From an optimization exercise on the open Yosys and OpenROAD flow, aimed at small area, a short achievable clock period and few clock cycles per item; shortcuts taken in it are not production practice. The RTL was checked by simulation tests, not by an equivalence proof against the original design. Power figures rest on the tool's default switching activity, not on a simulated workload.

File: design/flow/design.v
`default_nettype none
package lc4_pkg;
   localparam logic [15:0] RESET_PC = 16'h8200;
   localparam logic [3:0] OP_ARITH = 4'b0001;
   localparam logic [3:0] OP_LOGIC = 4'b0101;
   localparam logic [3:0] OP_CONST = 4'b1001;
   function automatic logic insn_writes_rd(input logic [15:0] insn);
      case (insn[15:12])
         OP_ARITH: insn_writes_rd = insn[5] || (insn[4:3] != 2'b11);
         OP_LOGIC: insn_writes_rd = 1'b1;
         OP_CONST: insn_writes_rd = 1'b1;
         default:  insn_writes_rd = 1'b0;
      endcase
   endfunction
endpackage
`default_nettype wire
`timescale 1ns/1ps
`default_nettype none
module lc4_mul_csa (
   input  logic [15:0] a,
   input  logic [7:0]  one,    
   input  logic [7:0]  two,    
   input  logic [7:0]  neg,    
   output logic [15:0] s,
   output logic [15:0] c
);
   logic one0, two0, neg0;
   logic pp0_0;
   logic pp0_1;
   logic pp0_2;
   logic pp0_3;
   logic pp0_4;
   logic pp0_5;
   logic pp0_6;
   logic pp0_7;
   logic pp0_8;
   logic pp0_9;
   logic pp0_10;
   logic pp0_11;
   logic pp0_12;
   logic pp0_13;
   logic pp0_14;
   logic pp0_15;
   logic one1, two1, neg1;
   logic pp1_0;
   logic pp1_1;
   logic pp1_2;
   logic pp1_3;
   logic pp1_4;
   logic pp1_5;
   logic pp1_6;
   logic pp1_7;
   logic pp1_8;
   logic pp1_9;
   logic pp1_10;
   logic pp1_11;
   logic pp1_12;
   logic pp1_13;
   logic one2, two2, neg2;
   logic pp2_0;
   logic pp2_1;
   logic pp2_2;
   logic pp2_3;
   logic pp2_4;
   logic pp2_5;
   logic pp2_6;
   logic pp2_7;
   logic pp2_8;
   logic pp2_9;
   logic pp2_10;
   logic pp2_11;
   logic one3, two3, neg3;
   logic pp3_0;
   logic pp3_1;
   logic pp3_2;
   logic pp3_3;
   logic pp3_4;
   logic pp3_5;
   logic pp3_6;
   logic pp3_7;
   logic pp3_8;
   logic pp3_9;
   logic one4, two4, neg4;
   logic pp4_0;
   logic pp4_1;
   logic pp4_2;
   logic pp4_3;
   logic pp4_4;
   logic pp4_5;
   logic pp4_6;
   logic pp4_7;
   logic one5, two5, neg5;
   logic pp5_0;
   logic pp5_1;
   logic pp5_2;
   logic pp5_3;
   logic pp5_4;
   logic pp5_5;
   logic one6, two6, neg6;
   logic pp6_0;
   logic pp6_1;
   logic pp6_2;
   logic pp6_3;
   logic one7, two7, neg7;
   logic pp7_0;
   logic pp7_1;
   logic hs0, hc0;
   logic hs1, hc1;
   logic fs2, fc2;
   logic hs3, hc3;
   logic fs4, fc4;
   logic hs5, hc5;
   logic fs6, fc6;
   logic fs7, fc7;
   logic hs8, hc8;
   logic fs9, fc9;
   logic fs10, fc10;
   logic hs11, hc11;
   logic hs12, hc12;
   logic hs13, hc13;
   logic fs14, fc14;
   logic hs15, hc15;
   logic fs16, fc16;
   logic hs17, hc17;
   logic fs18, fc18;
   logic fs19, fc19;
   logic fs20, fc20;
   logic fs21, fc21;
   logic fs22, fc22;
   logic fs23, fc23;
   logic fs24, fc24;
   logic fs25, fc25;
   logic fs26, fc26;
   logic fs27, fc27;
   logic fs28, fc28;
   logic fs29, fc29;
   logic hs30, hc30;
   logic hs31, hc31;
   logic fs32, fc32;
   logic fs33, fc33;
   logic fs34, fc34;
   logic fs35, fc35;
   logic fs36, fc36;
   logic fs37, fc37;
   logic fs38, fc38;
   logic fs39, fc39;
   logic fs40, fc40;
   logic fs41, fc41;
   logic hs42, hc42;
   logic hs43, hc43;
   logic fs44, fc44;
   logic fs45, fc45;
   logic fs46, fc46;
   logic fs47, fc47;
   logic fs48, fc48;
   logic fs49, fc49;
   logic fs50, fc50;
   logic fs51, fc51;
   logic fs52, fc52;
   logic fs53, fc53;
   logic fs54, fc54;
   logic fs55, fc55;
   assign one0 = one[0];
   assign two0 = two[0];
   assign neg0 = neg[0];
   assign pp0_0 = (one0 & a[0]) ^ neg0;
   assign pp0_1 = ((one0 & a[1]) | (two0 & a[0])) ^ neg0;
   assign pp0_2 = ((one0 & a[2]) | (two0 & a[1])) ^ neg0;
   assign pp0_3 = ((one0 & a[3]) | (two0 & a[2])) ^ neg0;
   assign pp0_4 = ((one0 & a[4]) | (two0 & a[3])) ^ neg0;
   assign pp0_5 = ((one0 & a[5]) | (two0 & a[4])) ^ neg0;
   assign pp0_6 = ((one0 & a[6]) | (two0 & a[5])) ^ neg0;
   assign pp0_7 = ((one0 & a[7]) | (two0 & a[6])) ^ neg0;
   assign pp0_8 = ((one0 & a[8]) | (two0 & a[7])) ^ neg0;
   assign pp0_9 = ((one0 & a[9]) | (two0 & a[8])) ^ neg0;
   assign pp0_10 = ((one0 & a[10]) | (two0 & a[9])) ^ neg0;
   assign pp0_11 = ((one0 & a[11]) | (two0 & a[10])) ^ neg0;
   assign pp0_12 = ((one0 & a[12]) | (two0 & a[11])) ^ neg0;
   assign pp0_13 = ((one0 & a[13]) | (two0 & a[12])) ^ neg0;
   assign pp0_14 = ((one0 & a[14]) | (two0 & a[13])) ^ neg0;
   assign pp0_15 = ((one0 & a[15]) | (two0 & a[14])) ^ neg0;
   assign one1 = one[1];
   assign two1 = two[1];
   assign neg1 = neg[1];
   assign pp1_0 = (one1 & a[0]) ^ neg1;
   assign pp1_1 = ((one1 & a[1]) | (two1 & a[0])) ^ neg1;
   assign pp1_2 = ((one1 & a[2]) | (two1 & a[1])) ^ neg1;
   assign pp1_3 = ((one1 & a[3]) | (two1 & a[2])) ^ neg1;
   assign pp1_4 = ((one1 & a[4]) | (two1 & a[3])) ^ neg1;
   assign pp1_5 = ((one1 & a[5]) | (two1 & a[4])) ^ neg1;
   assign pp1_6 = ((one1 & a[6]) | (two1 & a[5])) ^ neg1;
   assign pp1_7 = ((one1 & a[7]) | (two1 & a[6])) ^ neg1;
   assign pp1_8 = ((one1 & a[8]) | (two1 & a[7])) ^ neg1;
   assign pp1_9 = ((one1 & a[9]) | (two1 & a[8])) ^ neg1;
   assign pp1_10 = ((one1 & a[10]) | (two1 & a[9])) ^ neg1;
   assign pp1_11 = ((one1 & a[11]) | (two1 & a[10])) ^ neg1;
   assign pp1_12 = ((one1 & a[12]) | (two1 & a[11])) ^ neg1;
   assign pp1_13 = ((one1 & a[13]) | (two1 & a[12])) ^ neg1;
   assign one2 = one[2];
   assign two2 = two[2];
   assign neg2 = neg[2];
   assign pp2_0 = (one2 & a[0]) ^ neg2;
   assign pp2_1 = ((one2 & a[1]) | (two2 & a[0])) ^ neg2;
   assign pp2_2 = ((one2 & a[2]) | (two2 & a[1])) ^ neg2;
   assign pp2_3 = ((one2 & a[3]) | (two2 & a[2])) ^ neg2;
   assign pp2_4 = ((one2 & a[4]) | (two2 & a[3])) ^ neg2;
   assign pp2_5 = ((one2 & a[5]) | (two2 & a[4])) ^ neg2;
   assign pp2_6 = ((one2 & a[6]) | (two2 & a[5])) ^ neg2;
   assign pp2_7 = ((one2 & a[7]) | (two2 & a[6])) ^ neg2;
   assign pp2_8 = ((one2 & a[8]) | (two2 & a[7])) ^ neg2;
   assign pp2_9 = ((one2 & a[9]) | (two2 & a[8])) ^ neg2;
   assign pp2_10 = ((one2 & a[10]) | (two2 & a[9])) ^ neg2;
   assign pp2_11 = ((one2 & a[11]) | (two2 & a[10])) ^ neg2;
   assign one3 = one[3];
   assign two3 = two[3];
   assign neg3 = neg[3];
   assign pp3_0 = (one3 & a[0]) ^ neg3;
   assign pp3_1 = ((one3 & a[1]) | (two3 & a[0])) ^ neg3;
   assign pp3_2 = ((one3 & a[2]) | (two3 & a[1])) ^ neg3;
   assign pp3_3 = ((one3 & a[3]) | (two3 & a[2])) ^ neg3;
   assign pp3_4 = ((one3 & a[4]) | (two3 & a[3])) ^ neg3;
   assign pp3_5 = ((one3 & a[5]) | (two3 & a[4])) ^ neg3;
   assign pp3_6 = ((one3 & a[6]) | (two3 & a[5])) ^ neg3;
   assign pp3_7 = ((one3 & a[7]) | (two3 & a[6])) ^ neg3;
   assign pp3_8 = ((one3 & a[8]) | (two3 & a[7])) ^ neg3;
   assign pp3_9 = ((one3 & a[9]) | (two3 & a[8])) ^ neg3;
   assign one4 = one[4];
   assign two4 = two[4];
   assign neg4 = neg[4];
   assign pp4_0 = (one4 & a[0]) ^ neg4;
   assign pp4_1 = ((one4 & a[1]) | (two4 & a[0])) ^ neg4;
   assign pp4_2 = ((one4 & a[2]) | (two4 & a[1])) ^ neg4;
   assign pp4_3 = ((one4 & a[3]) | (two4 & a[2])) ^ neg4;
   assign pp4_4 = ((one4 & a[4]) | (two4 & a[3])) ^ neg4;
   assign pp4_5 = ((one4 & a[5]) | (two4 & a[4])) ^ neg4;
   assign pp4_6 = ((one4 & a[6]) | (two4 & a[5])) ^ neg4;
   assign pp4_7 = ((one4 & a[7]) | (two4 & a[6])) ^ neg4;
   assign one5 = one[5];
   assign two5 = two[5];
   assign neg5 = neg[5];
   assign pp5_0 = (one5 & a[0]) ^ neg5;
   assign pp5_1 = ((one5 & a[1]) | (two5 & a[0])) ^ neg5;
   assign pp5_2 = ((one5 & a[2]) | (two5 & a[1])) ^ neg5;
   assign pp5_3 = ((one5 & a[3]) | (two5 & a[2])) ^ neg5;
   assign pp5_4 = ((one5 & a[4]) | (two5 & a[3])) ^ neg5;
   assign pp5_5 = ((one5 & a[5]) | (two5 & a[4])) ^ neg5;
   assign one6 = one[6];
   assign two6 = two[6];
   assign neg6 = neg[6];
   assign pp6_0 = (one6 & a[0]) ^ neg6;
   assign pp6_1 = ((one6 & a[1]) | (two6 & a[0])) ^ neg6;
   assign pp6_2 = ((one6 & a[2]) | (two6 & a[1])) ^ neg6;
   assign pp6_3 = ((one6 & a[3]) | (two6 & a[2])) ^ neg6;
   assign one7 = one[7];
   assign two7 = two[7];
   assign neg7 = neg[7];
   assign pp7_0 = (one7 & a[0]) ^ neg7;
   assign pp7_1 = ((one7 & a[1]) | (two7 & a[0])) ^ neg7;
   assign hs0 = pp0_10 ^ pp1_8;
   assign hc0 = pp0_10 & pp1_8;
   assign hs1 = pp0_11 ^ pp1_9;
   assign hc1 = pp0_11 & pp1_9;
   assign fs2 = pp0_12 ^ pp1_10 ^ pp2_8;
   assign fc2 = (pp0_12 & pp1_10) | (pp0_12 & pp2_8) | (pp1_10 & pp2_8);
   assign hs3 = pp3_6 ^ pp4_4;
   assign hc3 = pp3_6 & pp4_4;
   assign fs4 = pp0_13 ^ pp1_11 ^ pp2_9;
   assign fc4 = (pp0_13 & pp1_11) | (pp0_13 & pp2_9) | (pp1_11 & pp2_9);
   assign hs5 = pp3_7 ^ pp4_5;
   assign hc5 = pp3_7 & pp4_5;
   assign fs6 = pp0_14 ^ pp1_12 ^ pp2_10;
   assign fc6 = (pp0_14 & pp1_12) | (pp0_14 & pp2_10) | (pp1_12 & pp2_10);
   assign fs7 = pp3_8 ^ pp4_6 ^ pp5_4;
   assign fc7 = (pp3_8 & pp4_6) | (pp3_8 & pp5_4) | (pp4_6 & pp5_4);
   assign hs8 = pp6_2 ^ pp7_0;
   assign hc8 = pp6_2 & pp7_0;
   assign fs9 = pp0_15 ^ pp1_13 ^ pp2_11;
   assign fc9 = (pp0_15 & pp1_13) | (pp0_15 & pp2_11) | (pp1_13 & pp2_11);
   assign fs10 = pp3_9 ^ pp4_7 ^ pp5_5;
   assign fc10 = (pp3_9 & pp4_7) | (pp3_9 & pp5_5) | (pp4_7 & pp5_5);
   assign hs11 = pp6_3 ^ pp7_1;
   assign hc11 = pp6_3 & pp7_1;
   assign hs12 = pp0_6 ^ pp1_4;
   assign hc12 = pp0_6 & pp1_4;
   assign hs13 = pp0_7 ^ pp1_5;
   assign hc13 = pp0_7 & pp1_5;
   assign fs14 = pp0_8 ^ pp1_6 ^ pp2_4;
   assign fc14 = (pp0_8 & pp1_6) | (pp0_8 & pp2_4) | (pp1_6 & pp2_4);
   assign hs15 = pp3_2 ^ pp4_0;
   assign hc15 = pp3_2 & pp4_0;
   assign fs16 = pp0_9 ^ pp1_7 ^ pp2_5;
   assign fc16 = (pp0_9 & pp1_7) | (pp0_9 & pp2_5) | (pp1_7 & pp2_5);
   assign hs17 = pp3_3 ^ pp4_1;
   assign hc17 = pp3_3 & pp4_1;
   assign fs18 = hs0 ^ pp2_6 ^ pp3_4;
   assign fc18 = (hs0 & pp2_6) | (hs0 & pp3_4) | (pp2_6 & pp3_4);
   assign fs19 = pp4_2 ^ pp5_0 ^ neg5;
   assign fc19 = (pp4_2 & pp5_0) | (pp4_2 & neg5) | (pp5_0 & neg5);
   assign fs20 = hc0 ^ hs1 ^ pp2_7;
   assign fc20 = (hc0 & hs1) | (hc0 & pp2_7) | (hs1 & pp2_7);
   assign fs21 = pp3_5 ^ pp4_3 ^ pp5_1;
   assign fc21 = (pp3_5 & pp4_3) | (pp3_5 & pp5_1) | (pp4_3 & pp5_1);
   assign fs22 = hc1 ^ fs2 ^ hs3;
   assign fc22 = (hc1 & fs2) | (hc1 & hs3) | (fs2 & hs3);
   assign fs23 = pp5_2 ^ pp6_0 ^ neg6;
   assign fc23 = (pp5_2 & pp6_0) | (pp5_2 & neg6) | (pp6_0 & neg6);
   assign fs24 = fc2 ^ hc3 ^ fs4;
   assign fc24 = (fc2 & hc3) | (fc2 & fs4) | (hc3 & fs4);
   assign fs25 = hs5 ^ pp5_3 ^ pp6_1;
   assign fc25 = (hs5 & pp5_3) | (hs5 & pp6_1) | (pp5_3 & pp6_1);
   assign fs26 = fc4 ^ hc5 ^ fs6;
   assign fc26 = (fc4 & hc5) | (fc4 & fs6) | (hc5 & fs6);
   assign fs27 = fs7 ^ hs8 ^ neg7;
   assign fc27 = (fs7 & hs8) | (fs7 & neg7) | (hs8 & neg7);
   assign fs28 = fc6 ^ fc7 ^ hc8;
   assign fc28 = (fc6 & fc7) | (fc6 & hc8) | (fc7 & hc8);
   assign fs29 = fs9 ^ fs10 ^ hs11;
   assign fc29 = (fs9 & fs10) | (fs9 & hs11) | (fs10 & hs11);
   assign hs30 = pp0_4 ^ pp1_2;
   assign hc30 = pp0_4 & pp1_2;
   assign hs31 = pp0_5 ^ pp1_3;
   assign hc31 = pp0_5 & pp1_3;
   assign fs32 = hs12 ^ pp2_2 ^ pp3_0;
   assign fc32 = (hs12 & pp2_2) | (hs12 & pp3_0) | (pp2_2 & pp3_0);
   assign fs33 = hc12 ^ hs13 ^ pp2_3;
   assign fc33 = (hc12 & hs13) | (hc12 & pp2_3) | (hs13 & pp2_3);
   assign fs34 = hc13 ^ fs14 ^ hs15;
   assign fc34 = (hc13 & fs14) | (hc13 & hs15) | (fs14 & hs15);
   assign fs35 = fc14 ^ hc15 ^ fs16;
   assign fc35 = (fc14 & hc15) | (fc14 & fs16) | (hc15 & fs16);
   assign fs36 = fc16 ^ hc17 ^ fs18;
   assign fc36 = (fc16 & hc17) | (fc16 & fs18) | (hc17 & fs18);
   assign fs37 = fc18 ^ fc19 ^ fs20;
   assign fc37 = (fc18 & fc19) | (fc18 & fs20) | (fc19 & fs20);
   assign fs38 = fc20 ^ fc21 ^ fs22;
   assign fc38 = (fc20 & fc21) | (fc20 & fs22) | (fc21 & fs22);
   assign fs39 = fc22 ^ fc23 ^ fs24;
   assign fc39 = (fc22 & fc23) | (fc22 & fs24) | (fc23 & fs24);
   assign fs40 = fc24 ^ fc25 ^ fs26;
   assign fc40 = (fc24 & fc25) | (fc24 & fs26) | (fc25 & fs26);
   assign fs41 = fc26 ^ fc27 ^ fs28;
   assign fc41 = (fc26 & fc27) | (fc26 & fs28) | (fc27 & fs28);
   assign hs42 = pp0_2 ^ pp1_0;
   assign hc42 = pp0_2 & pp1_0;
   assign hs43 = pp0_3 ^ pp1_1;
   assign hc43 = pp0_3 & pp1_1;
   assign fs44 = hs30 ^ pp2_0 ^ neg2;
   assign fc44 = (hs30 & pp2_0) | (hs30 & neg2) | (pp2_0 & neg2);
   assign fs45 = hc30 ^ hs31 ^ pp2_1;
   assign fc45 = (hc30 & hs31) | (hc30 & pp2_1) | (hs31 & pp2_1);
   assign fs46 = hc31 ^ fs32 ^ neg3;
   assign fc46 = (hc31 & fs32) | (hc31 & neg3) | (fs32 & neg3);
   assign fs47 = fc32 ^ fs33 ^ pp3_1;
   assign fc47 = (fc32 & fs33) | (fc32 & pp3_1) | (fs33 & pp3_1);
   assign fs48 = fc33 ^ fs34 ^ neg4;
   assign fc48 = (fc33 & fs34) | (fc33 & neg4) | (fs34 & neg4);
   assign fs49 = fc34 ^ fs35 ^ hs17;
   assign fc49 = (fc34 & fs35) | (fc34 & hs17) | (fs35 & hs17);
   assign fs50 = fc35 ^ fs36 ^ fs19;
   assign fc50 = (fc35 & fs36) | (fc35 & fs19) | (fs36 & fs19);
   assign fs51 = fc36 ^ fs37 ^ fs21;
   assign fc51 = (fc36 & fs37) | (fc36 & fs21) | (fs37 & fs21);
   assign fs52 = fc37 ^ fs38 ^ fs23;
   assign fc52 = (fc37 & fs38) | (fc37 & fs23) | (fs38 & fs23);
   assign fs53 = fc38 ^ fs39 ^ fs25;
   assign fc53 = (fc38 & fs39) | (fc38 & fs25) | (fs39 & fs25);
   assign fs54 = fc39 ^ fs40 ^ fs27;
   assign fc54 = (fc39 & fs40) | (fc39 & fs27) | (fs40 & fs27);
   assign fs55 = fc40 ^ fs41 ^ fs29;
   assign fc55 = (fc40 & fs41) | (fc40 & fs29) | (fs41 & fs29);
   assign s[0] = pp0_0;
   assign c[0] = neg0;
   assign s[1] = pp0_1;
   assign c[1] = 1'b0;
   assign s[2] = hs42;
   assign c[2] = neg1;
   assign s[3] = hc42;
   assign c[3] = hs43;
   assign s[4] = hc43;
   assign c[4] = fs44;
   assign s[5] = fc44;
   assign c[5] = fs45;
   assign s[6] = fc45;
   assign c[6] = fs46;
   assign s[7] = fc46;
   assign c[7] = fs47;
   assign s[8] = fc47;
   assign c[8] = fs48;
   assign s[9] = fc48;
   assign c[9] = fs49;
   assign s[10] = fc49;
   assign c[10] = fs50;
   assign s[11] = fc50;
   assign c[11] = fs51;
   assign s[12] = fc51;
   assign c[12] = fs52;
   assign s[13] = fc52;
   assign c[13] = fs53;
   assign s[14] = fc53;
   assign c[14] = fs54;
   assign s[15] = fc54;
   assign c[15] = fs55;
endmodule
module lc4_booth (
   input  logic [15:0] b,
   output logic [7:0]  one,
   output logic [7:0]  two,
   output logic [7:0]  neg
);
   logic [16:0] bx;
   assign bx = {b, 1'b0};
   always_comb
      for (int j = 0; j < 8; j++) begin
         one[j] = bx[2*j+1] ^ bx[2*j];
         two[j] = (bx[2*j+2] & ~bx[2*j+1] & ~bx[2*j]) | (~bx[2*j+2] & bx[2*j+1] & bx[2*j]);
         neg[j] = bx[2*j+2];
      end
endmodule
`default_nettype wire
`timescale 1ns/1ps
`default_nettype none
module lc4_ooo_core (
   input  logic        gwe,
   input  logic        rst_n,
   output logic [15:0] imem_addr,
   input  logic [15:0] imem_out,
   output logic        commit_valid,
   output logic [15:0] commit_pc,
   output logic [15:0] commit_insn,
   output logic [15:0] commit_value,
   output logic        commit_we,
   output logic [2:0]  commit_reg,
   output logic [2:0]  commit_nzp
);
   logic [15:0] pc_f;
   logic        d_valid;
   logic [15:0] d_insn;
   logic        x_valid, x_we, x_mulph;
   logic [15:0] x_insn, x_a, x_b;
   logic [7:0]  x_one, x_two, x_neg;    
   logic        c_valid, c_we, c_zero;
   logic [15:0] c_pc, c_insn, c_value;
   logic [15:0] rf [8];
   logic [7:0]  rf_ok;
   logic        x_sub, x_and, x_or, x_xor, x_mul;
   logic        stall, x_wr;
   logic [15:0] sum, res, mul_s, mul_c;
   assign stall = x_valid && x_mul && !x_mulph;    
   assign sum   = x_a + x_b + {15'd0, x_sub};
   lc4_mul_csa i_mul (.a(x_a), .one(x_one), .two(x_two), .neg(x_neg), .s(mul_s), .c(mul_c));
   always_comb begin
      if (x_and)
         res = x_a & x_b;
      else if (x_or)
         res = x_a | x_b;
      else if (x_xor)
         res = x_a ^ x_b;
      else
         res = sum;
   end
   assign x_wr = x_valid && x_we && !stall;
   logic [3:0]  d_op;
   logic [2:0]  d_rs, d_rt, d_fn;
   logic [15:0] rf_a, rf_b, d_imm, a_next, b_val, b_next;
   logic        d_sub;
   logic [7:0]  b_one, b_two, b_neg;
   logic        d_arith, d_logic, d_const, d_imm_sel, d_not, byp_a, byp_b, use_a, d_mul;
   assign d_op      = d_insn[15:12];
   assign d_fn      = d_insn[5:3];
   assign d_rs      = d_insn[8:6];
   assign d_rt      = d_insn[2:0];
   assign d_arith   = (d_op == lc4_pkg::OP_ARITH);
   assign d_logic   = (d_op == lc4_pkg::OP_LOGIC);
   assign d_const   = (d_op == lc4_pkg::OP_CONST);
   assign d_not     = d_logic && (d_fn == 3'b001);
   assign d_mul     = d_arith && (d_fn == 3'b001);
   assign d_imm_sel = d_const || d_not || (d_fn[2] && (d_arith || d_logic));
   assign d_imm     = d_const ? {{7{d_insn[8]}}, d_insn[8:0]} :
                      d_not   ? 16'hffff : {{11{d_insn[4]}}, d_insn[4:0]};
   assign use_a     = !d_const;
   always_comb begin
      rf_a = 16'h0000;
      rf_b = 16'h0000;
      for (int i = 0; i < 8; i++) begin
         rf_a = rf_a | (rf[i] & {16{use_a && rf_ok[i] && d_rs == i[2:0]}});
         rf_b = rf_b | (rf[i] & {16{rf_ok[i] && d_rt == i[2:0]}});
      end
   end
   assign byp_a     = use_a && x_wr && (x_insn[11:9] == d_rs);
   assign byp_b     = x_wr && (x_insn[11:9] == d_rt);
   assign a_next    = byp_a ? res : rf_a;
   assign d_sub     = d_arith && (d_fn == 3'b010);
   assign b_val     = byp_b ? res : rf_b;
   assign b_next    = d_imm_sel ? d_imm : (b_val ^ {16{d_sub}});
   lc4_booth i_booth (.b(b_val), .one(b_one), .two(b_two), .neg(b_neg));
   assign imem_addr = pc_f;
   always_ff @(posedge gwe or negedge rst_n) begin
      if (!rst_n) begin
         pc_f    <= lc4_pkg::RESET_PC;
         c_pc    <= lc4_pkg::RESET_PC;
         d_valid <= 1'b0;
         x_valid <= 1'b0;
         x_mulph <= 1'b0;
         c_valid <= 1'b0;
         rf_ok   <= '0;
      end else begin
         if (!(d_valid && d_mul && !stall))
            pc_f <= pc_f + 16'd1;
         if (c_valid)
            c_pc <= c_pc + 16'd1;
         d_valid <= 1'b1;
         if (!stall)
            x_valid <= d_valid;
         x_mulph <= stall;
         c_valid <= x_valid && !stall;
         if (x_wr)
            rf_ok[x_insn[11:9]] <= 1'b1;
      end
   end
   always_ff @(posedge gwe) begin
      d_insn <= imem_out;
      x_one  <= b_one;
      x_two  <= b_two;
      x_neg  <= b_neg;
      if (stall) begin
         x_a <= mul_s;
         x_b <= mul_c;
      end else begin
         x_insn <= d_insn;
         x_we   <= lc4_pkg::insn_writes_rd(d_insn);
         x_sub  <= d_sub;
         x_mul  <= d_mul;
         x_and  <= d_logic && (d_fn == 3'b000 || d_fn[2]);
         x_or   <= d_logic && (d_fn == 3'b010);
         x_xor  <= d_logic && (d_fn == 3'b011 || d_fn == 3'b001);
         x_a    <= a_next;
         x_b    <= b_next;
      end
      c_insn  <= x_insn;
      c_we    <= x_we;
      c_value <= res;
      c_zero  <= (res == 16'h0000);
      if (x_wr)
         rf[x_insn[11:9]] <= res;
   end
   assign commit_valid = c_valid;
   assign commit_pc    = c_pc;
   assign commit_insn  = c_insn;
   assign commit_value = c_value;
   assign commit_we    = c_we;
   assign commit_reg   = c_insn[11:9];
   assign commit_nzp   = {c_value[15], c_zero, !c_value[15] && !c_zero};
endmodule
`default_nettype wire
File: design/flow/flow/run.sh
#!/bin/bash
# Standard layout (the standard.sh), with plain buffers on the ports and a
# tighter setup repair target. Each tool's output goes to a log in this folder.
set -euo pipefail
bash standard.sh BUFFER_PORTS_ARGS="-buffer_cell sky130_fd_sc_hd__buf_1" SETUP_SLACK_MARGIN=5.7 finish > flow_make.log 2>&1
File: design/flow/standard.sh
#!/bin/bash
# synth_recipe.tcl (not shown) runs the flow's synth.tcl, then flattens the netlist and writes it again
# the make line also repeats each setting of config.mk as NAME=value (left out here)
make -C /OpenROAD-flow-scripts/flow DESIGN_CONFIG=/design/flow/config.mk WORK_HOME=/design/flow/orfs CLKGATE_MAP_FILE= SYNTH_SCRIPT=/design/flow/synth_recipe.tcl "${@:-finish}"
File: design/flow/config.mk
export PLATFORM = sky130hd
export DESIGN_NAME = lc4_ooo_core
export DESIGN_NICKNAME = lc4_ooo_core
export VERILOG_FILES = /design/flow/design.v
export SDC_FILE = /design/flow/constraint.sdc
export NUM_CORES = 4
export LEC_CHECK = 0
export CAP_MARGIN = 20
export CORE_MARGIN = 2
export CORE_UTILIZATION = 40
export CTS_CLUSTER_DIAMETER = 120
export CTS_CLUSTER_SIZE = 22
export SLEW_MARGIN = 20
File: design/flow/constraint.sdc
create_clock -name core_clock -period 9.0 [get_ports {gwe}]
set_input_delay 1.8000 -clock core_clock [delete_from_list [all_inputs] [get_ports {gwe}]]
set_output_delay 1.8000 -clock core_clock [all_outputs]
set_load 0.01 [all_outputs]
==> results of run 1 <==
[critical path: stages (launching register included)]
cell     delay [ns]
dfxtp_4        0.40
a22oi_2        0.21
xor2_2         0.11
fa_1           0.57
inv_1          0.06
fa_1           0.51
inv_2          0.04
fa_1           0.52
inv_2          0.04
fa_1           0.54
o21ai_1        0.07
nor3_1         0.17
[repair_timing]
| action | 4_1_cts | 5_1_grt |
|---|---|---|
| resized for setup | 61 | 27 |
| setup endpoints to repair | 66 | 29 |
| pin swaps | 11 | 12 |
| setup buffers | 18 | 21 |
[power by group through the flow]
stage	registers, uW	clock network, uW	logic, uW
after floorplan	1780	0	922
after global placement	1880	0	1260
after detailed placement	1880	0	1280
after CTS	1840	828	1350
after global routing	1850	871	1590
final	1830	810	1410
[cell type report]
| type | instances | share of cell area |
|---|---|---|
| inverters | 91 | 0.0198 |
| clock inverters | 3 | 0.00115 |
| flip-flops and latches | 300 | 0.448 |
| well taps | 518 | 0.0372 |
| multi-input cells | 930 | 0.419 |
| clock buffers | 27 | 0.0265 |
| repair buffers | 157 | 0.0485 |
[per-stage QoR]
| stage | worst slack, ns | total power, uW | instance area, um2 |
|---|---|---|---|
| 6_report | 5.70 | 4050 | 17400 |
| 5_1_grt | 5.55 | 4310 | 17400 |
| 4_1_cts | 5.68 | 4020 | 17200 |
| 3_5_place_dp | 5.08 | 3160 | 16400 |
| 3_3_place_gp | 5.16 | 3140 | 16400 |
| 2_1_floorplan | 5.70 | 2700 | 15500 |
[how the worst max path moves through the flow]
stage                  start       end  slack (ns)  cells after the start
detailed placement    x_a[0]  x_two[7]        5.08                     12
global route        x_one[2]   x_b[12]        5.55                     11
CTS                   x_a[0]  x_two[7]        5.68                     12
global placement      x_a[0]    c_zero        5.16                     11
floorplan             x_a[8]   x_b[12]        5.70                     12
finish              x_one[2]   x_b[12]        5.70                     11
[placed cells by master, fill, tap and decap left out, types with 6 or more instances in the layout]
master / n
a21oi_1: 48
a22o_1: 11
inv_1: 85
nor2_1: 71
and2_1: 6
nand4_1: 40
o211ai_1: 7
nor3_1: 13
xor2_1: 35
a21o_1: 7
or3_1: 6
buf_4: 68
clkbuf_16: 17
a221oi_1: 12
fa_1: 35
a31oi_1: 8
edfxtp_1: 150
dfxtp_4: 20
a211oi_1: 6
xnor2_1: 106
clkbuf_1: 10
dfrtp_1: 40
nand2b_1: 14
mux2i_1: 22
a22oi_1: 165
a22oi_2: 8
nor2b_1: 7
nand3_1: 24
and3_1: 9
nand2_1: 82
dfxtp_1: 81
ha_1: 50
o21ai_0: 30
buf_1: 88
[metal layers]
| metal | track usage | vias to the layer above |
|---|---|---|
| li1 | - | 5312 |
| met1 | 0.308 | 5867 |
| met2 | 0.358 | 593 |
| met3 | 0.0338 | 110 |
| met4 | 0.0876 | 0 |
| met5 | 0 | - |
[registers in the layout, summed over array words and instances (netlist names), 8 cells and up]
| register | cells |
|---|---|
| x_one | 8 |
| x_insn | 16 |
| x_neg | 8 |
| x_b | 16 |
| c_insn | 16 |
| rf | 128 |
| x_a | 16 |
| pc_f | 16 |
| x_two | 8 |
| c_pc | 16 |
| d_insn | 16 |
| rf_ok | 8 |
| c_value | 16 |
[cell families (layout without fill, tap and decap cells)]
| logic type | Yosys count | count (layout) | synth area share |
|---|---|---|---|
| adders and majority gates | 85 | 85 | 0.0856 |
| other | 1 | 1 | 0.000242 |
| xor gates and xnor gates | 143 | 143 | 0.0808 |
| buffers and inverters | 189 | 278 | 0.0479 |
| AOI/OAI and AO/OA | 351 | 351 | 0.162 |
| and+or+nand+nor | 321 | 321 | 0.106 |
| DFF | 300 | 300 | 0.499 |
| muxes | 29 | 29 | 0.0191 |
==> out/results.tsv, run 1 <==
stage	metric	value	unit
hold_path	Min-Delay Path Class	flip-flop to flip-flop	
floorplan	Die X	201	um
clock_tree	clock sink count	300	
global_route	vias in the first global route	11500	
timing	Final Hold Fails	0	
power_and_ir_drop	Sequential Power Share	0.452	
synthesis	Synth async-reset ratio	0.147	
route	Avg Vias per Cell	5.86	
placed_design	RD Place Congestion	0.915	
floorplan	Die Span Y	201	um
worst_setup_path	Required @ worst endpoint	9.44	ns
route	drt drc	0	
timing	Slew @ Worst Pin	1.09	ns
finish	Final Util	0.453	
route	Post-DRT Antenna Nets	0	
synthesis	number of flops mapped to enable cells by yosys	150	
worst_setup_path	CP max FO	7	
job	max_cap viols	0	
synthesis	Yosys Warn Count	2	
clock_tree	Max Buffers Root-to-Sink	3	
worst_setup_path	Arr. time, crit path	3.74	ns
clock_tree	hold buffers post-CTS	0	
power_and_ir_drop	Sw Share	0.363	
synthesis	post-synth net total	1522	
clock_tree	clock slew at reported path FFs	0.09	ns
finish	# diodes	0	
worst_setup_path	r2r setup slk	5.70	ns
placed_design	Port Buffers	89	
worst_setup_path	RR Startpoint	x_one[2]	
finish	Fillers	3570	
synthesis	post-synth top area share	0.291	
synthesis	predominant post-synthesis flop cell	edfxtp_1	
synthesis	unique cell type count in the Yosys netlist	72	
synthesis	Post-Syn Area	15500	um2
power_and_ir_drop	combinational power share	0.348	
finish	layout cells sized above 1	0.126	
route	met2 WL	21.6	mm
worst_setup_path	critical path class	flip-flop to flip-flop	
synthesis	most frequent cells after synthesis	a22oi_1 (173), edfxtp_1 (150), dfxtp_1 (106), xnor2_1 (106), inv_1 (90)	
timing	Final setup viols	0	
synthesis	top post-synthesis cells by area	edfxtp_1 (29%), dfxtp_1 (14%), a22oi_1 (8.4%)	
route	WL met3	3.26	mm
route	drt pass-1 iters	5	
power_and_ir_drop	Int Pwr	2580	uW
synthesis	average size of a mapped cell	10.9	um2
synthesis	Mapped Cells	1419	
finish	footprint of the multi-input gates	7310	um2
timing	Layout Skew	0.0310	ns
finish	Register Area	7810	um2
placed_design	DPL Wire Length	31.1	mm
synthesis	post-synthesis sequential area ratio	0.499	
timing	WHS	0.349	ns
clock_tree	root buf cell	clkbuf_16	
route	vias	11900	
power_and_ir_drop	P_leak	0.00644	uW
route	WL final	46.4	mm
finish	Final Non-Filler Cells	2026	
synthesis	most common cell in the netlist	a22oi_1	
placed_design	Cells after DPL	1957	
floorplan	core area	38500	um2
route	Iter 0 DRT Violations	1347	
hold_path	Hold Crit Endpoint	c_insn[12]	
worst_setup_path	end of the worst register-to-register path	x_b[12]	
global_route	first-pass GRT wire length	70.2	mm
timing	Slew HR	0.272	
global_route	GRT Total Usage	0.224	
floorplan	I/O pins	90	
power_and_ir_drop	power share of the clock group	0.200	
hold_path	Hold Path Cell Cnt	0	
synthesis	post-synth top area cell	edfxtp_1	
synthesis	Seq cells post-synth	300	
timing	RSZ-0062 raised after global routing	true	
floorplan	Die Footprint	40300	um2
timing	fmax	0.303	GHz
power_and_ir_drop	peak supply drop	0.000172	V
timing	setup_tns	0	ns
route	wire per inst	22.9	um
clock_tree	TritonCTS clock tree	yes	
worst_setup_path	Setup crit end kind	flip-flop	
floorplan	starting density of the core	0.403	
timing	Slew Viols, Final	0	
global_route	antenna violations before repair	0	
worst_setup_path	CP Launch Type	flip-flop	
clock_tree	H-Tree Depth	1	
run_status	status	timing/DRC/antenna clean	
timing	min cycle time layout	3.30	ns
floorplan	floorplan row count	72	
power_and_ir_drop	PwrDens	232	nW/um2
clock_tree	clock latency on the worst-skew pair	0.53	ns
global_route	largest net degree at the start of global routing	45	
finish	Nets	1600	
hold_path	hold path startpoint	x_insn[12]	
power_and_ir_drop	Net Switching	1470	uW
worst_setup_path	Worst Reg-to-Reg Cells	11	
global_route	grt ovf	0	
route	M1 WL	19.9	mm
finish	Synth-to-Final Area Change	12.5	%
clock_tree	total CTS buffers	17	
timing	Tcrit/Tclk final	0.367	
route	Max Used Layer	met4	
Testbench counts, summed over its fixed seeds: cycles 17,590, items 16,000.
==> run 2: changes to the inputs <==
--- a/design/flow/config.mk
+++ b/design/flow/config.mk
@@ -8,6 +8,6 @@
 export CAP_MARGIN = 20
 export CORE_MARGIN = 2
-export CORE_UTILIZATION = 40
-export CTS_CLUSTER_DIAMETER = 120
-export CTS_CLUSTER_SIZE = 22
+export CORE_UTILIZATION = 50
+export CTS_CLUSTER_DIAMETER = 125
+export CTS_CLUSTER_SIZE = 25
 export SLEW_MARGIN = 20
==> out/results.tsv, run 2 <==
stage	metric	value	unit
synthesis	Post-Syn Area	15500	um2
synthesis	Yosys Warn Count	2	
worst_setup_path	end of the worst register-to-register path	x_b[12]	
finish	Fillers	2691	
placed_design	Port Buffers	89	
clock_tree	hold buffers post-CTS	0	
synthesis	post-synthesis sequential area ratio	0.499	
hold_path	Hold Crit Endpoint	c_insn[15]	
global_route	first-pass GRT wire length	68.6	mm
global_route	vias in the first global route	11200	
floorplan	core area	30600	um2
finish	Nets	1596	
global_route	GRT Total Usage	0.277	
route	WL final	46.2	mm
hold_path	Min-Delay Path Class	flip-flop to flip-flop	
placed_design	DPL Wire Length	31.3	mm
finish	most frequent cells in the layout	a22oi_1 (164), edfxtp_1 (150), xnor2_1 (102), inv_1 (88), buf_1 (88)	
power_and_ir_drop	P_leak	0.00642	uW
hold_path	Hold Path Cell Cnt	0	
worst_setup_path	critical path class	flip-flop to flip-flop	
timing	Slew @ Worst Pin	1.02	ns
route	drt pass-1 iters	6	
route	vias	11900	
timing	WHS	0.349	ns
route	Avg Vias per Cell	6.26	
clock_tree	Max Buffers Root-to-Sink	3	
finish	most common cell after layout, fill and taps aside	a22oi_1	
synthesis	unique cell type count in the Yosys netlist	72	
worst_setup_path	Arr. time, crit path	3.77	ns
floorplan	Die Span Y	180	um
clock_tree	root buf cell	clkbuf_16	
run_status	status	timing/DRC/antenna clean	
route	wire per inst	24.4	um
timing	Layout Skew	0.0220	ns
synthesis	post-synth net total	1522	
synthesis	post-synth top area cell	edfxtp_1	
power_and_ir_drop	PwrDens	233	nW/um2
timing	Slew Viols, Final	0	
worst_setup_path	CP max FO	4	
global_route	antenna violations before repair	1	
timing	fmax	0.301	GHz
timing	setup_tns	0	ns
floorplan	Die Footprint	32400	um2
placed_design	RD Place Congestion	0.929	
finish	Synth-to-Final Area Change	11.2	%
clock_tree	clock latency on the worst-skew pair	0.53	ns
hold_path	hold path startpoint	x_insn[15]	
synthesis	Mapped Cells	1419	
floorplan	starting density of the core	0.507	
finish	max reg flops	128	
synthesis	top post-synthesis cells by area	edfxtp_1 (29%), dfxtp_1 (14%), a22oi_1 (8.4%)	
worst_setup_path	Setup crit end kind	flip-flop	
timing	Final Hold Fails	0	
power_and_ir_drop	peak supply drop	0.000199	V
clock_tree	total CTS buffers	15	
worst_setup_path	r2r setup slk	5.68	ns
floorplan	floorplan row count	64	
clock_tree	clock sink count	300	
finish	layout cells sized above 1	0.123	
job	max_cap viols	0	
timing	Tcrit/Tclk final	0.369	
clock_tree	TritonCTS clock tree	yes	
route	Post-DRT Antenna Nets	0	
synthesis	average size of a mapped cell	10.9	um2
synthesis	Synth async-reset ratio	0.147	
synthesis	most common cell in the netlist	a22oi_1	
synthesis	number of flops mapped to enable cells by yosys	150	
timing	Final setup viols	0	
worst_setup_path	CP Launch Type	flip-flop	
route	Iter 0 DRT Violations	1579	
floorplan	Die X	180	um
synthesis	post-synth top area share	0.291	
synthesis	most frequent cells after synthesis	a22oi_1 (173), edfxtp_1 (150), dfxtp_1 (106), xnor2_1 (106), inv_1 (90)	
timing	RSZ-0062 raised after global routing	true	
route	drt drc	0	
worst_setup_path	RR Startpoint	x_a[8]	
clock_tree	H-Tree Depth	1	
finish	# diodes	0	
global_route	grt ovf	0	
floorplan	I/O pins	90	
clock_tree	clock slew at reported path FFs	0.11	ns
global_route	largest net degree at the start of global routing	64	
synthesis	predominant post-synthesis flop cell	edfxtp_1	
synthesis	Seq cells post-synth	300	
worst_setup_path	Worst Reg-to-Reg Cells	11	
worst_setup_path	Required @ worst endpoint	9.45	ns
timing	min cycle time layout	3.32	ns
timing	Slew HR	0.318	
-- run 2: cell counts after synthesis --
Identical to the previous run, type by type.
-- run 2: logic make-up after synthesis --
kind of cell | share of synthesized area
XOR/XNOR | 0.0808
buffers and inverters | 0.0479
multiplexers | 0.0191
flip-flops | 0.499
AND/OR/NAND/NOR | 0.106
adder cells (fa/ha/maj) | 0.0856
other | 0.000242
AO/OA/AOI/OAI | 0.162
-- run 2: cell type report --
cell class	instances	area [um2]	area share
sequential	300	7820	0.453
multi-input combinational	930	7340	0.426
timing repair buffer	155	831	0.0482
tap	396	495	0.0287
clock buffer	25	413	0.0239
inverter	91	342	0.0198
clock inverter	1	8.76	0.000508
-- run 2: metal layers --
metal  vias up  track usage  part of all wire
li1       5298            -                 -
met1      5868        0.387              0.41
met2       609        0.454              0.47
met3       104       0.0364             0.085
met5         -            0                 0
met4         0       0.0794             0.029
-- run 2: critical path, stage by stage (launching register included) --
cell,delay [ns]
dfxtp_4,0.39
a22oi_2,0.22
xor2_1,0.12
fa_1,0.55
inv_1,0.05
fa_1,0.51
inv_1,0.06
fa_1,0.53
inv_1,0.05
fa_1,0.51
o21ai_0,0.09
nor3_1,0.18
-- run 2: repair_timing --
action                                  in CTS  in global routing
endpoints found under the setup margin      80                 22
pin swaps                                    9                 14
buffers inserted                            18                 17
resized for setup                           53                 35
-- run 2: stage by stage --
stage / cells / worst slack [ns] / utilization / total power, uW / cell area [um2]
floorplan: 1419 / 5.70 / - / 2700 / 15500
global placement: 1837 / 5.30 / 0.532 / 3180 / 16300
detailed placement: 1837 / 5.15 / 0.532 / 3190 / 16300
CTS: 1881 / 5.70 / 0.554 / 3990 / 16900
global route: 1898 / 5.53 / 0.564 / 4250 / 17200
finish: 1898 / 5.68 / 0.564 / 4010 / 17200
-- run 2: how the worst max path moves through the flow --
| stage | start | to | slack, ns | depth (start not counted) |
|---|---|---|---|---|
| after global routing | x_a[8] | x_b[12] | 5.53 | 11 |
| after global placement | x_neg[0] | x_b[12] | 5.30 | 10 |
| final | x_a[8] | x_b[12] | 5.68 | 11 |
| after floorplan | x_a[8] | x_b[12] | 5.70 | 12 |
| after CTS | x_two[1] | x_b[13] | 5.70 | 10 |
| after detailed placement | x_a[0] | x_two[7] | 5.15 | 12 |
-- run 2: where the power goes --
| part | total (uW) | internal (uW) | switching (uW) |
|---|---|---|---|
| Sequential | 1840 | 1640 | 196 |
| Clock | 756 | 321 | 435 |
| Combinational | 1420 | 584 | 838 |
==> run 3: changes to the inputs <==
--- a/design/flow/config.mk
+++ b/design/flow/config.mk
@@ -8,5 +8,5 @@
 export CAP_MARGIN = 20
 export CORE_MARGIN = 2
-export CORE_UTILIZATION = 50
+export CORE_UTILIZATION = 45
 export CTS_CLUSTER_DIAMETER = 125
 export CTS_CLUSTER_SIZE = 25
==> out/results.tsv, run 3 <==
stage	metric	value	unit
floorplan	floorplan row count	67	
synthesis	Mapped Cells	1419	
timing	RSZ-0062 raised after global routing	true	
timing	WHS	0.344	ns
route	Iter 0 DRT Violations	1369	
clock_tree	total CTS buffers	15	
timing	Slew Viols, Final	0	
synthesis	post-synth net total	1522	
global_route	first-pass GRT wire length	69.3	mm
finish	layout cells sized above 1	0.125	
timing	Layout Skew	0.0409	ns
hold_path	Min-Delay Path Class	flip-flop to flip-flop	
route	WL final	46.5	mm
synthesis	Post-Syn Area	15500	um2
timing	Tcrit/Tclk final	0.362	
route	Post-DRT Antenna Nets	0	
worst_setup_path	Setup crit end kind	flip-flop	
clock_tree	clock latency on the worst-skew pair	0.53	ns
timing	Slew HR	0.261	
timing	Slew @ Worst Pin	1.10	ns
route	vias	11800	
synthesis	Yosys Warn Count	2	
timing	fmax	0.307	GHz
floorplan	starting density of the core	0.460	
clock_tree	clock sink count	300	
synthesis	post-synthesis sequential area ratio	0.499	
finish	most frequent cells in the layout	a22oi_1 (165), edfxtp_1 (150), xnor2_1 (102), buf_1 (88), inv_1 (85)	
synthesis	average size of a mapped cell	10.9	um2
finish	Synth-to-Final Area Change	11.7	%
worst_setup_path	Required @ worst endpoint	9.40	ns
synthesis	most frequent cells after synthesis	a22oi_1 (173), edfxtp_1 (150), dfxtp_1 (106), xnor2_1 (106), inv_1 (90)	
placed_design	Port Buffers	89	
timing	Final setup viols	0	
synthesis	unique cell type count in the Yosys netlist	72	
placed_design	RD Place Congestion	0.921	
worst_setup_path	CP Launch Type	flip-flop	
worst_setup_path	Arr. time, crit path	3.66	ns
job	max_cap viols	0	
global_route	grt ovf	0	
floorplan	Die X	190	um
synthesis	Synth async-reset ratio	0.147	
floorplan	Die Footprint	36000	um2
timing	setup_tns	0	ns
placed_design	DPL Wire Length	31.3	mm
synthesis	post-synth top area share	0.291	
global_route	antenna violations before repair	0	
worst_setup_path	CP max FO	4	
clock_tree	TritonCTS clock tree	yes	
route	wire per inst	23.8	um
timing	Final Hold Fails	0	
floorplan	Die Span Y	190	um
finish	# diodes	0	
synthesis	post-synth top area cell	edfxtp_1	
synthesis	most common cell in the netlist	a22oi_1	
clock_tree	hold buffers post-CTS	0	
finish	Fillers	3090	
clock_tree	clock slew at reported path FFs	0.11	ns
power_and_ir_drop	PwrDens	232	nW/um2
clock_tree	Max Buffers Root-to-Sink	3	
route	drt drc	0	
global_route	largest net degree at the start of global routing	64	
synthesis	number of flops mapped to enable cells by yosys	150	
run_status	status	timing/DRC/antenna clean	
synthesis	top post-synthesis cells by area	edfxtp_1 (29%), dfxtp_1 (14%), a22oi_1 (8.4%)	
floorplan	I/O pins	90	
global_route	GRT Total Usage	0.253	
timing	min cycle time layout	3.25	ns
power_and_ir_drop	peak supply drop	0.000178	V
finish	most common cell after layout, fill and taps aside	a22oi_1	
clock_tree	H-Tree Depth	1	
clock_tree	root buf cell	clkbuf_16	
route	Avg Vias per Cell	6.03	
power_and_ir_drop	P_leak	0.00644	uW
synthesis	predominant post-synthesis flop cell	edfxtp_1	
global_route	vias in the first global route	11300	
worst_setup_path	critical path class	flip-flop to flip-flop	
floorplan	core area	33700	um2
route	drt pass-1 iters	5	
synthesis	Seq cells post-synth	300	
finish	max reg flops	128	
finish	Nets	1600	
run 3: layout make-up:
| cell class | count | area [um2] | area share |
|---|---|---|---|
| Sequential cell | 300 | 7810 | 0.451 |
| Clock inverter | 1 | 8.76 | 0.000506 |
| Tap cell | 448 | 561 | 0.0324 |
| Inverter | 91 | 342 | 0.0197 |
| Multi-Input combinational cell | 930 | 7290 | 0.421 |
| Clock buffer | 25 | 413 | 0.0238 |
| Timing Repair Buffer | 159 | 888 | 0.0513 |
run 3: worst paths after layout:
path                            from        end  slack [ns]  cells past startpoint
max                         x_two[1]    x_b[15]        5.75                     13
min reg2reg                x_insn[8]  c_insn[8]        0.34                      0
min                        x_insn[8]  c_insn[8]        0.34                      0
min in group asynchronous      rst_n   rf_ok[6]        1.36                      2
max in group asynchronous      rst_n   c_pc[12]        7.21                      2
max reg2reg                 x_two[1]    x_b[15]        5.75                     13
run 3: critical path: stages, from the launching register on:
cell     delay [ns]
dfxtp_4        0.39
buf_6          0.12
a22oi_2        0.23
xnor2_2        0.11
fa_1           0.53
inv_1          0.05
fa_1           0.47
fa_2           0.37
xnor2_2        0.15
xnor2_1        0.18
xnor2_1        0.11
xnor2_1        0.21
xnor2_1        0.15
a32oi_1        0.07
run 3: timing repair:
action | CTS | global route
cloned | 0 | 0
setup buffers | 3 | 38
pin swaps | 4 | 29
setup endpoints to repair | 90 | 23
gates resized for setup | 42 | 48
hold endpoints to repair | 0 | 0
run 3: power by group:
| group | internal (uW) | switching [uW] |
|---|---|---|
| registers | 1640 | 186 |
| logic | 588 | 847 |
| clock network | 321 | 429 |
run 3: stage by stage:
| step | worst slack (ns) | instance area (um2) | std cells | power, uW | util |
|---|---|---|---|---|---|
| after floorplan | 5.70 | 15500 | 1419 | 2700 | - |
| after global placement | 5.11 | 16300 | 1887 | 3150 | 0.484 |
| after detailed placement | 4.94 | 16300 | 1887 | 3170 | 0.484 |
| after CTS | 5.57 | 16900 | 1916 | 3940 | 0.500 |
| after global routing | 5.61 | 17300 | 1954 | 4240 | 0.514 |
| final | 5.75 | 17300 | 1954 | 4010 | 0.514 |
run 3: metal layers:
metal / vias up / part of all wire / GRT usage
li1: 5311 / - / -
met1: 5908 / 0.43 / 0.352
met2: 482 / 0.47 / 0.419
met3: 81 / 0.067 / 0.0310
met4: 0 / 0.028 / 0.0727
met5: - / 0 / 0
run 3: cell families after synthesis:
group	synth area share
adders and majority gates	0.0856
muxes	0.0191
and+or+nand+nor	0.106
DFF	0.499
other	0.000242
xor gates and xnor gates	0.0808
AOI/OAI and AO/OA	0.162
buffers and inverters	0.0479
==> run 4: changes to the inputs <==
==> design/flow/flow/run.sh (replaced) <==
#!/bin/bash
# Standard layout (the standard.sh), with plain buffers on the ports and a
# tighter setup repair target. Each tool's output goes to a log in this folder.
set -euo pipefail
bash standard.sh BUFFER_PORTS_ARGS="-buffer_cell sky130_fd_sc_hd__buf_1" SETUP_SLACK_MARGIN=5.85 finish > flow_make.log 2>&1
--- a/design/flow/config.mk
+++ b/design/flow/config.mk
@@ -8,6 +8,6 @@
 export CAP_MARGIN = 20
 export CORE_MARGIN = 2
-export CORE_UTILIZATION = 45
-export CTS_CLUSTER_DIAMETER = 125
-export CTS_CLUSTER_SIZE = 25
+export CORE_UTILIZATION = 40
+export CTS_CLUSTER_DIAMETER = 120
+export CTS_CLUSTER_SIZE = 22
 export SLEW_MARGIN = 20
==> out/results.tsv, run 4 <==
stage	metric	value	unit
run_status	status	timing/DRC/antenna clean	
placed_design	Port Buffers	89	
route	drt pass-1 iters	6	
power_and_ir_drop	Power, Total	4160	uW
synthesis	Mapped Cells	1419	
hold_path	Hold Path Cell Cnt	0	
clock_tree	TritonCTS clock tree	yes	
power_and_ir_drop	P_leak	0.00658	uW
floorplan	floorplan row count	72	
synthesis	Post-Syn Area	15500	um2
floorplan	I/O pins	90	
synthesis	post-synth net total	1522	
global_route	vias in the first global route	11600	
global_route	grt ovf	0	
placed_design	RD Place Congestion	0.900	
route	Avg Vias per Cell	5.79	
synthesis	post-synth top area cell	edfxtp_1	
timing	Slew @ Worst Pin	1.08	ns
clock_tree	total CTS buffers	17	
clock_tree	hold buffers post-CTS	0	
timing	setup_tns	0	ns
job	max_cap viols	0	
clock_tree	Max Buffers Root-to-Sink	3	
power_and_ir_drop	PwrDens	234	nW/um2
clock_tree	H-Tree Depth	1	
synthesis	Synth async-reset ratio	0.147	
route	WL final	46.7	mm
timing	RSZ-0062 raised after global routing	true	
worst_setup_path	CP max FO	5	
timing	Final setup viols	0	
clock_tree	root buf cell	clkbuf_16	
floorplan	Die Footprint	40300	um2
finish	Fillers	3580	
synthesis	top post-synthesis cells by area	edfxtp_1 (29%), dfxtp_1 (14%), a22oi_1 (8.4%)	
finish	layout cells sized above 1	0.160	
power_and_ir_drop	Int Pwr	2650	uW
timing	min cycle time layout	3.30	ns
placed_design	DPL Wire Length	30.9	mm
synthesis	post-synthesis sequential area ratio	0.499	
finish	max reg flops	128	
finish	Nets	1619	
timing	Tcrit/Tclk final	0.367	
synthesis	Yosys Warn Count	2	
synthesis	average size of a mapped cell	10.9	um2
synthesis	post-synth top area share	0.291	
synthesis	number of flops mapped to enable cells by yosys	150	
power_and_ir_drop	power share of the clock group	0.193	
global_route	antenna violations before repair	0	
timing	fmax	0.303	GHz
worst_setup_path	Arr. time, crit path	3.70	ns
hold_path	Min-Delay Path Class	flip-flop to flip-flop	
route	drt drc	0	
synthesis	Seq cells post-synth	300	
power_and_ir_drop	combinational power share	0.368	
clock_tree	clock latency on the worst-skew pair	0.52	ns
clock_tree	clock slew at reported path FFs	0.10	ns
floorplan	Die Span Y	201	um
timing	Final Hold Fails	0	
synthesis	most common cell in the netlist	a22oi_1	
worst_setup_path	Required @ worst endpoint	9.40	ns
hold_path	hold path startpoint	x_insn[14]	
synthesis	unique cell type count in the Yosys netlist	72	
timing	Slew Viols, Final	0	
power_and_ir_drop	peak supply drop	0.000170	V
finish	# diodes	0	
worst_setup_path	RR Startpoint	x_two[2]	
worst_setup_path	Worst Reg-to-Reg Cells	13	
power_and_ir_drop	Net Switching	1510	uW
floorplan	core area	38500	um2
synthesis	predominant post-synthesis flop cell	edfxtp_1	
finish	most common cell after layout, fill and taps aside	a22oi_1	
global_route	GRT Total Usage	0.225	
clock_tree	clock sink count	300	
finish	Synth-to-Final Area Change	14.5	%
worst_setup_path	end of the worst register-to-register path	x_b[15]	
timing	Layout Skew	0.0183	ns
worst_setup_path	CP Launch Type	flip-flop	
route	Iter 0 DRT Violations	1272	
worst_setup_path	r2r setup slk	5.70	ns
global_route	largest net degree at the start of global routing	64	
finish	most frequent cells in the layout	a22oi_1 (156), edfxtp_1 (150), xnor2_1 (102), buf_1 (88), nand2_1 (82)	
worst_setup_path	Setup crit end kind	flip-flop	
power_and_ir_drop	Sequential Power Share	0.439	
timing	Slew HR	0.278	
global_route	first-pass GRT wire length	70.1	mm
route	Post-DRT Antenna Nets	0	
worst_setup_path	critical path class	flip-flop to flip-flop	
route	wire per inst	22.8	um
floorplan	Die X	201	um
floorplan	starting density of the core	0.403	
route	vias	11800	
power_and_ir_drop	Sw Share	0.363	
hold_path	Hold Crit Endpoint	c_insn[14]	
synthesis	most frequent cells after synthesis	a22oi_1 (173), edfxtp_1 (150), dfxtp_1 (106), xnor2_1 (106), inv_1 (90)	
run 4: cell types whose count changed in the layout (fill, tap and decap cells not counted), sizes merged:
| cell | before | now |
|---|---|---|
| clkinv | 0 | 2 |
| inv | 92 | 91 |
| buf | 156 | 175 |
run 4: cell type report:
class | instances | area (um2) | share of cell area
tap | 518 | 648 | 0.0365
clock inverter | 2 | 12.5 | 0.000705
inverter | 91 | 342 | 0.0192
timing repair buffer | 176 | 1020 | 0.0576
clock buffer | 27 | 463 | 0.0261
sequential | 300 | 7820 | 0.440
multi-input combinational | 930 | 7450 | 0.419
run 4: critical path, stage by stage, from the launching register on:
cell and delay [ns]:
dfxtp_4 0.38, buf_4 0.17, a22oi_2 0.16, xnor2_2 0.10
fa_1 0.56, inv_2 0.04, fa_1 0.49, fa_2 0.37
xnor2_2 0.16, xnor2_2 0.14, xnor2_1 0.21, xnor2_1 0.16
xnor2_1 0.16, a32oi_1 0.07
run 4: per-layer routing:
metal	vias up	share of wire	global-route usage
li1	5335	-	-
met2	504	0.47	0.361
met1	5874	0.43	0.311
met3	129	0.060	0.0273
met5	-	0	0
met4	0	0.040	0.0894
run 4: logic make-up after synthesis:
group	after synthesis	synth area share
adder cells (fa/ha/maj)	85	0.0856
flip-flops	300	0.499
other	1	0.000242
AND/OR/NAND/NOR	321	0.106
multiplexers	29	0.0191
buffers and inverters	189	0.0479
AO/OA/AOI/OAI	351	0.162
XOR/XNOR	143	0.0808
run 4: through the flow:
step / util / setup WS (ns) / cell area (um2) / hold slack, ns / std cells
3_3_place_gp: 0.427 / 5.02 / 16400 / 0.326 / 1956
5_1_grt: 0.462 / 5.58 / 17800 / 0.353 / 2044
3_5_place_dp: 0.427 / 4.91 / 16400 / 0.327 / 1956
6_report: 0.462 / 5.70 / 17800 / 0.344 / 2044
2_1_floorplan: - / 5.85 / 15600 / 0.323 / 1419
4_1_cts: 0.449 / 5.65 / 17300 / 0.347 / 2010
run 4: what timing repair did:
item,CTS,global route
pin swaps,14,33
gates cloned,0,0
setup buffers,25,34
resized for setup,69,62
endpoints found under the setup margin,126,43
run 4: worst max-delay path by stage:
| stage | startpoint | end | slack (ns) |
|---|---|---|---|
| final | x_two[2] | x_b[15] | 5.70 |
| after CTS | x_a[0] | c_zero | 5.65 |
| after global routing | x_two[1] | x_b[15] | 5.58 |
| after detailed placement | x_a[0] | c_zero | 4.91 |
| after global placement | x_a[0] | c_zero | 5.02 |
| after floorplan | x_one[0] | x_b[12] | 5.85 |
run 4: power by group through the flow:
stage / sequential (uW) / combinational [uW] / clock (uW)
3_3_place_gp: 1880 / 1250 / 0
4_1_cts: 1840 / 1390 / 824
5_1_grt: 1840 / 1670 / 872
3_5_place_dp: 1880 / 1280 / 0
6_report: 1820 / 1530 / 803
2_1_floorplan: 1780 / 939 / 0
==> run 5: changes to the inputs <==
==> design/flow/flow/run.sh (replaced) <==
#!/bin/bash
# Standard layout (the standard.sh), with plain buffers on the ports and a
# tighter setup repair target. Each tool's output goes to a log in this folder.
set -euo pipefail
bash standard.sh BUFFER_PORTS_ARGS="-buffer_cell sky130_fd_sc_hd__buf_1" SETUP_SLACK_MARGIN=5.6 finish > flow_make.log 2>&1
==> out/results.tsv, run 5 <==
stage	metric	value	unit
route	drt drc	0	
global_route	met3 GRT Util	0.0295	
clock_tree	clock sink count	300	
floorplan	I/O pins	90	
timing	Layout Skew	0.0304	ns
finish	Nets	1597	
floorplan	Die X	201	um
synthesis	simple-gate area share of the yosys netlist	0.106	
floorplan	floorplan row count	72	
job	max_cap viols	0	
timing	Slew HR	0.272	
global_route	gr busiest metal	met2	
placed_design	DP Worst Slack	5.01	ns
worst_setup_path	Required @ worst endpoint	9.45	ns
synthesis	Seq cells post-synth	300	
synthesis	top post-synthesis cells by area	edfxtp_1 (29%), dfxtp_1 (14%), a22oi_1 (8.4%)	
finish	Final Non-Filler Cells	2023	
synthesis	most common cell in the netlist	a22oi_1	
worst_setup_path	Worst Reg-to-Reg Cells	8	
timing	final worst slack	5.69	ns
power_and_ir_drop	peak supply drop	0.000130	V
placed_design	RD Place Congestion	0.906	
route	Iter 0 DRT Violations	1507	
clock_tree	H-Tree Depth	1	
clock_tree	total CTS buffers	17	
worst_setup_path	end of the worst register-to-register path	c_zero	
clock_tree	clock slew at reported path FFs	0.10	ns
worst_setup_path	Max stage delay on crit path	0.71	ns
route	wire per inst	23.2	um
finish	layout cells sized above 1	0.118	
route	Post-DRT Antenna Nets	0	
placed_design	Cells after DPL	1955	
synthesis	Post-Syn Area	15500	um2
finish	# diodes	0	
global_route	grt ovf	0	
global_route	met1 GRT Util	0.316	
floorplan	Die Footprint	40300	um2
clock_tree	Max Buffers Root-to-Sink	3	
global_route	largest net degree at the start of global routing	64	
synthesis	post-synth top area share	0.291	
synthesis	Yosys Warn Count	2	
route	WL final	46.9	mm
finish	Synth-to-Final Area Change	12.0	%
synthesis	number of flops mapped to enable cells by yosys	150	
hold_path	hold path startpoint	x_insn[3]	
timing	fmax	0.302	GHz
synthesis	mux cell area share after synthesis	0.0191	
placed_design	DPL Wire Length	31.4	mm
route	Avg Vias per Cell	5.82	
route	vias	11800	
timing	Slew @ Worst Pin	1.09	ns
timing	Slew Viols, Final	0	
timing	Tcrit/Tclk final	0.367	
worst_setup_path	CP Launch Type	flip-flop	
synthesis	unique cell type count in the Yosys netlist	72	
finish	max reg flops	128	
clock_tree	TritonCTS clock tree	yes	
worst_setup_path	CP bufs+invs	0	
synthesis	post-synth top area cell	edfxtp_1	
timing	Final Hold Fails	0	
timing	RSZ-0062 raised after global routing	true	
synthesis	Compound-Gate Fraction of Synth Area	0.162	
worst_setup_path	critical path class	flip-flop to flip-flop	
global_route	antenna violations before repair	0	
route	drt pass-1 iters	5	
hold_path	Hold Path Cell Cnt	0	
synthesis	adder-cell area share of the yosys netlist	0.0856	
floorplan	core area	38500	um2
synthesis	average size of a mapped cell	10.9	um2
global_route	first-pass GRT wire length	69.8	mm
timing	Final setup viols	0	
power_and_ir_drop	P_leak	0.00642	uW
synthesis	post-synth net total	1522	
worst_setup_path	RR Startpoint	x_xor	
worst_setup_path	r2r setup slk	5.69	ns
worst_setup_path	Setup crit end kind	flip-flop	
global_route	GR Layer Usage met2	0.362	
global_route	GRT Total Usage	0.225	
finish	most frequent cells in the layout	a22oi_1 (166), edfxtp_1 (150), xnor2_1 (105), buf_1 (88), inv_1 (87)	
power_and_ir_drop	Power, Total	4050	uW
worst_setup_path	CP startpoint	x_xor	
timing	min cycle time layout	3.31	ns
worst_setup_path	critical-path cell with the highest stage delay	edfxtp_1	
synthesis	Synth async-reset ratio	0.147	
worst_setup_path	worst-path cell chain	o21bai_4, o32a_4, or3_1, a21boi_1, nor3_1, o31a_2, or4_1, nor4_2	
synthesis	XOR/XNOR Fraction of Synth Area	0.0808	
hold_path	Hold Crit Endpoint	c_insn[3]	
finish	most common cell after layout, fill and taps aside	a22oi_1	
synthesis	most frequent cells after synthesis	a22oi_1 (173), edfxtp_1 (150), dfxtp_1 (106), xnor2_1 (106), inv_1 (90)	
clock_tree	root buf cell	clkbuf_16	
synthesis	post-synthesis sequential area ratio	0.499	
placed_design	Port Buffers	89	
floorplan	Die Span Y	201	um
timing	setup_tns	0	ns
hold_path	Min-Delay Path Class	flip-flop to flip-flop	
global_route	vias in the first global route	11200	
worst_setup_path	CP max FO	17	
synthesis	Mapped Cells	1419	
power_and_ir_drop	PwrDens	234	nW/um2
worst_setup_path	Arr. time, crit path	3.75	ns
clock_tree	clock latency on the worst-skew pair	0.53	ns
floorplan	starting density of the core	0.403	
synthesis	predominant post-synthesis flop cell	edfxtp_1	
run_status	status	timing/DRC/antenna clean	
worst_setup_path	CP top delay family	compound AO/OA/AOI/OAI gates	
synthesis	largest family of logic cells by synthesized area	compound AO/OA/AOI/OAI gates	
-- run 5: cell counts after synthesis --
No cell type changed its count.
-- run 5: layout make-up --
cell class	count	area [um2]
Sequential cell	300	7820
Inverter	91	342
Tap cell	518	648
Clock inverter	2	17.5
Fill cell	3557	21100
Timing Repair Buffer	154	818
Multi-Input combinational cell	930	7250
Clock buffer	28	467
-- run 5: worst max-delay path by stage --
stage	endpoint	slack, ns	cells after the start
CTS	x_b[12]	5.60	11
global route	c_zero	5.49	11
detailed placement	x_two[4]	5.01	11
floorplan	x_b[15]	5.55	12
finish	c_zero	5.69	8
global placement	x_two[4]	5.18	11
-- run 5: timing repair --
action / CTS / global route
gates resized for setup: 37 / 40
setup endpoints to repair: 43 / 21
hold buffers: 0 / 0
pin swaps: 3 / 13
buffers inserted: 2 / 36
-- run 5: cell families (layout without fill, tap and decap cells) --
| logic type | after synthesis | in the layout |
|---|---|---|
| and+or+nand+nor | 321 | 321 |
| muxes | 29 | 29 |
| adders and majority gates | 85 | 85 |
| AOI/OAI and AO/OA | 351 | 351 |
| DFF | 300 | 300 |
| xor gates and xnor gates | 143 | 143 |
| other | 1 | 1 |
| buffers and inverters | 189 | 275 |
-- run 5: per-layer routing --
metal | up-vias | share of wire
met5 | - | 0
met2 | 551 | 0.46
met4 | 0 | 0.033
met1 | 5819 | 0.43
met3 | 102 | 0.073
li1 | 5311 | -
-- run 5: per-stage QoR --
step	cell area, um2	utilization	hold slack (ns)
after floorplan	15500	-	0.323
after global placement	16400	0.426	0.325
after global routing	17400	0.451	0.350
after CTS	17000	0.441	0.345
final	17400	0.451	0.337
after detailed placement	16400	0.426	0.327
-- run 5: report_power, final --
part / internal, uW / switching, uW
logic: 575 / 818
registers: 1640 / 206
clock network: 363 / 451
total: 2580 / 1470

re-timing with driven ports:
The flow's constraints put no driver on any port. The routed layouts listed below were extracted and timed again, unchanged, in two steps. Step 1 assumes that a clkbuf_16 drives the clock port and a buf_2 every other input. Step 2, shift: input delay + t, output delay - t, t = (earliest + latest rising clock arrival at the registers) / 2. This alone moves slack from input paths to output paths. Slacks: ideal ports / drivers / drivers and shift; pairs: ideal ports / drivers.
run | t, ns | setup slack, ns | worst hold slack (ns) | worst register clock-pin slew, ns | worst data-port slew with drivers (ns)
run 1 | 0.572 | 5.695 / 5.695 / 5.695 | 0.349 / 0.349 / 0.349 | 0.10 / 0.10 | 0.05
run 2 | 0.571 | 5.681 / 5.681 / 5.681 | 0.349 / 0.349 / 0.349 | 0.11 / 0.11 | 0.04
run 3 | 0.564 | 5.746 / 5.746 / 5.746 | 0.344 / 0.344 / 0.344 | 0.11 / 0.11 | 0.05
run 4 | 0.567 | 5.700 / 5.700 / 5.700 | 0.344 / 0.344 / 0.344 | 0.10 / 0.10 | 0.05
run 5 | 0.569 | 5.693 / 5.693 / 5.693 | 0.337 / 0.337 / 0.337 | 0.10 / 0.10 | 0.05
After both steps setup and hold are still met in every run listed.
